Source: an optimization exercise on an open RTL-to-GDS flow (aim: small area). Production flows keep margins and buffers that such runs may drop. Only simulation tests tie the RTL to the original design; equivalence was not proved. Power is estimated from default activity; no workload was simulated.

==> garnet <==
==> flow/design.v <==
`default_nettype none
package frameGenPkg;
  localparam int BYTE_W   = 8;
  localparam int STAMP_W  = 24;   
  localparam int FRAMES_W = 8;    
  localparam int PCNT_W   = 13;   
  localparam int TS_W     = 6;    
  localparam int FIFO_AF_LEVEL = 240;   
  localparam logic [39:0] HIT_RECORD = {
    2'b00,      
    5'd4,       
    7'd28,      
    13'h1555,   
    13'h00E0    
  };
endpackage
`default_nettype wire
`timescale 1ns/1ps
`default_nettype none
import frameGenPkg::*;
module burstTimer (
  input  wire                 CLK,
  input  wire                 RST,
  input  wire                 nimIn,
  input  wire                 regTrigger,
  output logic                nimOut,
  output logic                startPulse,
  output logic [STAMP_W-1:0]  eventNumber,
  output logic [TS_W-1:0]     stamp
);
  logic              armed;
  logic [PCNT_W-1:0] periodCnt;
  logic [PCNT_W-1:0] periodInc;
  logic              tsValid;
  assign armed     = nimIn | regTrigger;
  assign periodInc = periodCnt + 1'b1;
  always_ff @(posedge CLK) begin
    if (RST) nimOut <= 1'b0;
    else     nimOut <= armed;
  end
  always_ff @(posedge CLK) begin
    if (RST || !armed || periodCnt[PCNT_W-1]) periodCnt <= '0;
    else                                      periodCnt <= periodInc;
  end
  logic evShift;
  logic evCarry;
  assign evShift = !periodCnt[PCNT_W-1] && (&periodCnt[11:5]) && (periodCnt[4] || periodCnt[3]);
  always_ff @(posedge CLK) begin
    if (RST || !armed)  eventNumber <= '0;
    else if (evShift)   eventNumber <= {eventNumber[0] ^ evCarry, eventNumber[STAMP_W-1:1]};
  end
  always_ff @(posedge CLK) begin
    if (evShift) evCarry <= evCarry & eventNumber[0];
    else         evCarry <= 1'b1;
  end
  assign startPulse = armed && periodCnt[PCNT_W-1];
  always_ff @(posedge CLK) begin
    if (RST || !armed)   tsValid <= 1'b0;
    else if (startPulse) tsValid <= 1'b1;
  end
  assign stamp = tsValid ? periodInc[PCNT_W-1:7] : '0;
endmodule
`default_nettype wire
`timescale 1ns/1ps
`default_nettype none
import frameGenPkg::*;
module frameBuilder (
  input  wire                 CLK,
  input  wire                 RST,
  input  wire                 startPulse,
  input  wire  [FRAMES_W-1:0] frameCount,
  input  wire                 almostFull,
  output logic                wrEn,         
  output logic                burstStart,   
  output logic                frameStart,   
  output logic                footerStart,  
  output logic                frameEnd,     
  output logic                lastFrame
);
  logic                busy;
  logic [3:0]          grp;       
  logic [3:0]          idx;       
  logic [FRAMES_W-1:0] framesLeft;
  logic                stepEn;
  assign stepEn      = !almostFull;
  assign lastFrame   = (framesLeft == FRAMES_W'(1));
  assign wrEn        = busy && stepEn;
  assign burstStart  = !busy && stepEn && startPulse && (frameCount != '0);
  assign frameStart  = wrEn && grp == 4'd0 && idx == 4'd0;
  assign footerStart = wrEn && grp == 4'd9 && idx == 4'd0;
  assign frameEnd    = wrEn && grp == 4'd9 && idx == 4'd9;
  always_ff @(posedge CLK) begin
    if (RST) begin
      busy <= 1'b0;
      grp  <= '0;
      idx  <= '0;
    end else if (burstStart) begin
      busy       <= 1'b1;
    end else if (wrEn) begin
      if (idx == 4'd9) begin
        idx <= '0;
        if (grp == 4'd9) begin
          grp <= '0;
          if (lastFrame) busy <= 1'b0;
        end else begin
          grp <= grp + 1'b1;
        end
      end else begin
        idx <= idx + 1'b1;
      end
    end
  end
  always_ff @(posedge CLK) begin
    if (burstStart)    framesLeft <= frameCount;
    else if (frameEnd) framesLeft <= framesLeft - 1'b1;
  end
endmodule
`default_nettype wire
`timescale 1ns/1ps
`default_nettype none
import frameGenPkg::*;
module txByteFifo (
  input  wire                CLK,
  input  wire                RST,
  input  wire                wrEn,
  input  wire                burstStart,
  input  wire                frameStart,
  input  wire                footerStart,
  input  wire  [STAMP_W-1:0] eventNumber,
  input  wire                lastFrame,
  input  wire  [TS_W-1:0]    stamp,
  input  wire                txFull,
  output logic               almostFull,
  output logic               txWr,
  output logic [BYTE_W-1:0]  txData
);
  logic [STAMP_W-1:0] evMem   [4];
  logic               lastMem [4];
  logic [TS_W-1:0]    tsMem   [4];
  logic [1:0] evWr, frWr, evRd, frRd;
  logic [3:0] grp, idx;
  logic [7:0] count;
  logic       doRd;
  assign doRd       = !txFull && (count != '0);
  assign almostFull = (count[7:4] == 4'hF);
  always_ff @(posedge CLK) begin
    if (burstStart)  evMem[evWr] <= eventNumber;
    if (footerStart) tsMem[frWr] <= stamp;
  end
  always_ff @(posedge CLK) begin
    for (int i = 0; i < 4; i++) begin
      if (RST && i == 3)                      lastMem[i] <= 1'b1;
      else if (frameStart && frWr == 2'(i))   lastMem[i] <= lastFrame;
    end
  end
  always_ff @(posedge CLK) begin
    if (RST) begin
      evWr  <= '0;
      frWr  <= '0;
      count <= '0;
    end else begin
      if (burstStart) evWr <= evWr + 1'b1;
      if (footerStart) frWr <= frWr + 1'b1;
      case ({wrEn, doRd})
        2'b10:   count <= count + 1'b1;
        2'b01:   count <= count - 1'b1;
        default: count <= count;
      endcase
    end
  end
  logic               curLast;
  logic [STAMP_W-1:0] curEv;
  logic [TS_W-1:0]    curTs;
  logic [2:0]         recIdx;
  assign curLast = lastMem[frRd];
  assign curEv   = evMem[evRd];
  assign curTs   = tsMem[frRd];
  assign recIdx  = (idx >= 4'd5) ? 3'(idx - 4'd5) : idx[2:0];
  always_comb begin
    txData = '0;
    if (grp == 4'd0 || grp == 4'd9) begin
      case (idx)
        4'd0: txData = (grp == 4'd9) ? 8'hEA : 8'hAA;
        4'd1: txData = 8'h80;
        4'd3: txData = {((grp == 4'd9) ? curTs : 6'd0), 1'b0, curEv[23]};
        4'd4: txData = curEv[22:15];
        4'd5: txData = curEv[14:7];
        4'd6: txData = {curEv[6:0], curLast};
        4'd9: txData = 8'h10;
        default: txData = 8'h00;
      endcase
    end else begin
      txData = frameGenPkg::HIT_RECORD[(3'd4 - recIdx)*8 +: 8];
    end
  end
  always_ff @(posedge CLK) begin
    if (RST) begin
      evRd <= 2'd3;
      frRd <= 2'd3;
      grp  <= 4'd9;
      idx  <= 4'd9;
    end else if (doRd) begin
      if (idx == 4'd9) begin
        idx <= '0;
        if (grp == 4'd9) begin
          grp  <= '0;
          frRd <= frRd + 1'b1;
          if (curLast) evRd <= evRd + 1'b1;
        end else begin
          grp <= grp + 1'b1;
        end
      end else begin
        idx <= idx + 1'b1;
      end
    end
  end
  always_ff @(posedge CLK) begin
    if (RST) txWr <= 1'b0;
    else     txWr <= doRd;
  end
endmodule
`default_nettype wire
`timescale 1ns/1ps
`default_nettype none
import frameGenPkg::*;
module frameSource (
  input  wire                 CLK,
  input  wire                 RST,
  input  wire                 nimIn,
  input  wire                 regTrigger,
  input  wire  [FRAMES_W-1:0] frameCount,
  input  wire                 txFull,
  output wire                 nimOut,
  output wire                 txWr,
  output wire  [BYTE_W-1:0]   txData
);
  wire               startPulse;
  wire [STAMP_W-1:0] eventNumber;
  wire [TS_W-1:0]    stamp;
  wire wrEn, burstStart, frameStart, footerStart, frameEnd, lastFrame;
  wire almostFull;
  burstTimer i_burstTimer (
    .CLK         (CLK),
    .RST         (RST),
    .nimIn       (nimIn),
    .regTrigger  (regTrigger),
    .nimOut      (nimOut),
    .startPulse  (startPulse),
    .eventNumber (eventNumber),
    .stamp       (stamp)
  );
  frameBuilder i_frameBuilder (
    .CLK         (CLK),
    .RST         (RST),
    .startPulse  (startPulse),
    .frameCount  (frameCount),
    .almostFull  (almostFull),
    .wrEn        (wrEn),
    .burstStart  (burstStart),
    .frameStart  (frameStart),
    .footerStart (footerStart),
    .frameEnd    (frameEnd),
    .lastFrame   (lastFrame)
  );
  txByteFifo i_txByteFifo (
    .CLK         (CLK),
    .RST         (RST),
    .wrEn        (wrEn),
    .burstStart  (burstStart),
    .frameStart  (frameStart),
    .footerStart (footerStart),
    .eventNumber (eventNumber),
    .lastFrame   (lastFrame),
    .stamp       (stamp),
    .txFull      (txFull),
    .almostFull  (almostFull),
    .txWr        (txWr),
    .txData      (txData)
  );
endmodule
`default_nettype wire
==> flow/flow/run.sh <==
#!/bin/bash
# Standard synthesis and layout; only the clock tree options (no dummy
# loads, bigger clusters) and the port buffer cell differ from the standard flow's flow.
set -euo pipefail
bash standard.sh synth > synth.log 2>&1
export CTS_ARGS="-sink_clustering_enable -repair_clock_nets -dont_use_dummy_load ${CTS_OPTS:--buf_list sky130_fd_sc_hd__clkbuf_8 -sink_clustering_size 20 -sink_clustering_max_diameter 60}"
export BUFFER_PORTS_ARGS="-buffer_cell sky130_fd_sc_hd__buf_1"
bash standard.sh > layout.log 2>&1
==> flow/standard.sh <==
#!/bin/bash
# synth_recipe.tcl (not shown) runs the flow's synth.tcl, then flattens the netlist and writes it again
# the make line also repeats each setting of config.mk as NAME=value (left out here)
make -C /OpenROAD-flow-scripts/flow DESIGN_CONFIG=/design/flow/config.mk WORK_HOME=/design/flow/orfs CLKGATE_MAP_FILE= SYNTH_SCRIPT=/design/flow/synth_recipe.tcl "${@:-finish}"
==> flow/config.mk <==
export PLATFORM = sky130hd
export DESIGN_NAME = frameSource
export DESIGN_NICKNAME = frameSource
export VERILOG_FILES = /design/flow/design.v
export SDC_FILE = /design/flow/constraint.sdc
export NUM_CORES = 4
export LEC_CHECK = 0
export CAP_MARGIN = 20
export CORE_MARGIN = 2
export CORE_UTILIZATION = 70
export SLEW_MARGIN = 20
==> flow/constraint.sdc <==
create_clock -name core_clock -period 5.0 [get_ports {CLK}]
set_input_delay 1.0000 -clock core_clock [delete_from_list [all_inputs] [get_ports {CLK}]]
set_output_delay 1.0000 -clock core_clock [all_outputs]
set_load 0.01 [all_outputs]
==> inputs of pepper, as changes to garnet <==
==> flow/design.v, changed modules only <==
module burstTimer (
  input  wire                 CLK,
  input  wire                 RST,
  input  wire                 nimIn,
  input  wire                 regTrigger,
  output logic                nimOut,
  output logic                startPulse,
  output logic [STAMP_W-1:0]  eventNumber,
  output logic [TS_W-1:0]     stamp
);
  logic              armed;
  logic [PCNT_W-1:0] periodCnt;
  logic [PCNT_W-1:0] periodInc;
  logic              tsValid;
  assign armed     = nimIn | regTrigger;
  assign periodInc = periodCnt + 1'b1;
  always_ff @(posedge CLK) begin
    if (RST) nimOut <= 1'b0;
    else     nimOut <= armed;
  end
  always_ff @(posedge CLK) begin
    if (RST || !armed || periodCnt[PCNT_W-1]) periodCnt <= '0;
    else                                      periodCnt <= periodInc;
  end
  always_ff @(posedge CLK) begin
    if (RST || !armed)                     eventNumber <= '0;
    else if (periodInc[PCNT_W-1] && !periodCnt[PCNT_W-1]) eventNumber <= eventNumber + 1'b1;
  end
  assign startPulse = armed && periodCnt[PCNT_W-1];
  always_ff @(posedge CLK) begin
    if (RST || !armed)   tsValid <= 1'b0;
    else if (startPulse) tsValid <= 1'b1;
  end
  assign stamp = tsValid ? periodInc[PCNT_W-1:7] : '0;
endmodule
==> flow/run.sh (new file) <==
#!/bin/bash
# synth_recipe.tcl (not shown) runs the flow's synth.tcl, then flattens the netlist and writes it again
# the make line also repeats each setting of config.mk as NAME=value (left out here)
make -C /OpenROAD-flow-scripts/flow DESIGN_CONFIG=/design/flow/config.mk WORK_HOME=/design/flow/orfs CLKGATE_MAP_FILE= SYNTH_SCRIPT=/design/flow/synth_recipe.tcl finish
CTS_BUF_LIST = sky130_fd_sc_hd__clkbuf_4   (was unset)
removed: flow/flow/run.sh
removed: flow/standard.sh
==> comparison table <==
item                                                                                       garnet                             pepper
Result of the run                                                no timing/DRC/antenna violations   no timing/DRC/antenna violations
Width of the die                                                                           119 µm                             119 µm
Seq_cells                                                                                     210                                209
Fmax achieved                                                                             236 MHz                            208 MHz
Register area share after synthesis                                                         0.597                              0.589
Routed via count divided by cell count                                                       6.20                               6.12
Synthesized-area fraction occupied by and/or/nand/nor cells                                 0.137                              0.140
Post-layout util                                                                            0.760                              0.793
Aggregate global-route resource usage                                                       0.255                              0.286
Final RePlAce weighted congestion                                                           0.858                              0.837
Clock tree sinks                                                                              210                                209
Hold path endpoint                                           i_burstTimer.periodCnt[0]$_SDFF_PP0_  i_burstTimer.tsValid$_SDFFE_PP0P_
Maximum clock skew at final layout                                                      0.0535 ns                          0.0270 ns
Std-Cell Rows                                                                                  41                                 42
Hold Worst Slack                                                                         0.481 ns                           0.466 ns
Post-Synthesis Net Count                                                                      791                                805
Gates resized, CTS repair                                                                       0                                  5
P_int                                                                                     2.10 mW                            3.10 mW
Xor/xnor cell area share of the yosys netlist                                              0.0284                             0.0460
Number of buffers added by the clock tree synthesis step                                       15                                 51
Yosys cell types                                                                               66                                 63
Clk. pwr                                                                                 0.752 mW                            1.32 mW
Share of synthesized area spent on multiplexers                                            0.0791                             0.0799
Die extent in y                                                                            119 µm                             119 µm

==> separate check: timing with driven ports <==
How much do the figures lean on ideal ports? The routed layouts below were timed once more, with nothing changed but the port constraints.
Step 1 sets driving cells, clkbuf_16 on the clock port and buf_2 on the other inputs (assumed; they add their load-dependent delay and slew).
Step 2 also shifts input and output timing later by t, the mid clock arrival at the registers, as if the neighbouring blocks saw the same clock.
Three values: ideal, step 1, step 2; two values: the first two.
run | t (ns) | setup slack, ns | hold slack, ns
garnet | 0.515 | 0.756 / 0.718 / 1.233 | 0.481 / 0.481 / 0.481
pepper | 0.683 | 0.199 / 0.166 / 0.720 | 0.466 / 0.466 / 0.466
After both steps setup and hold are still met in every run listed.
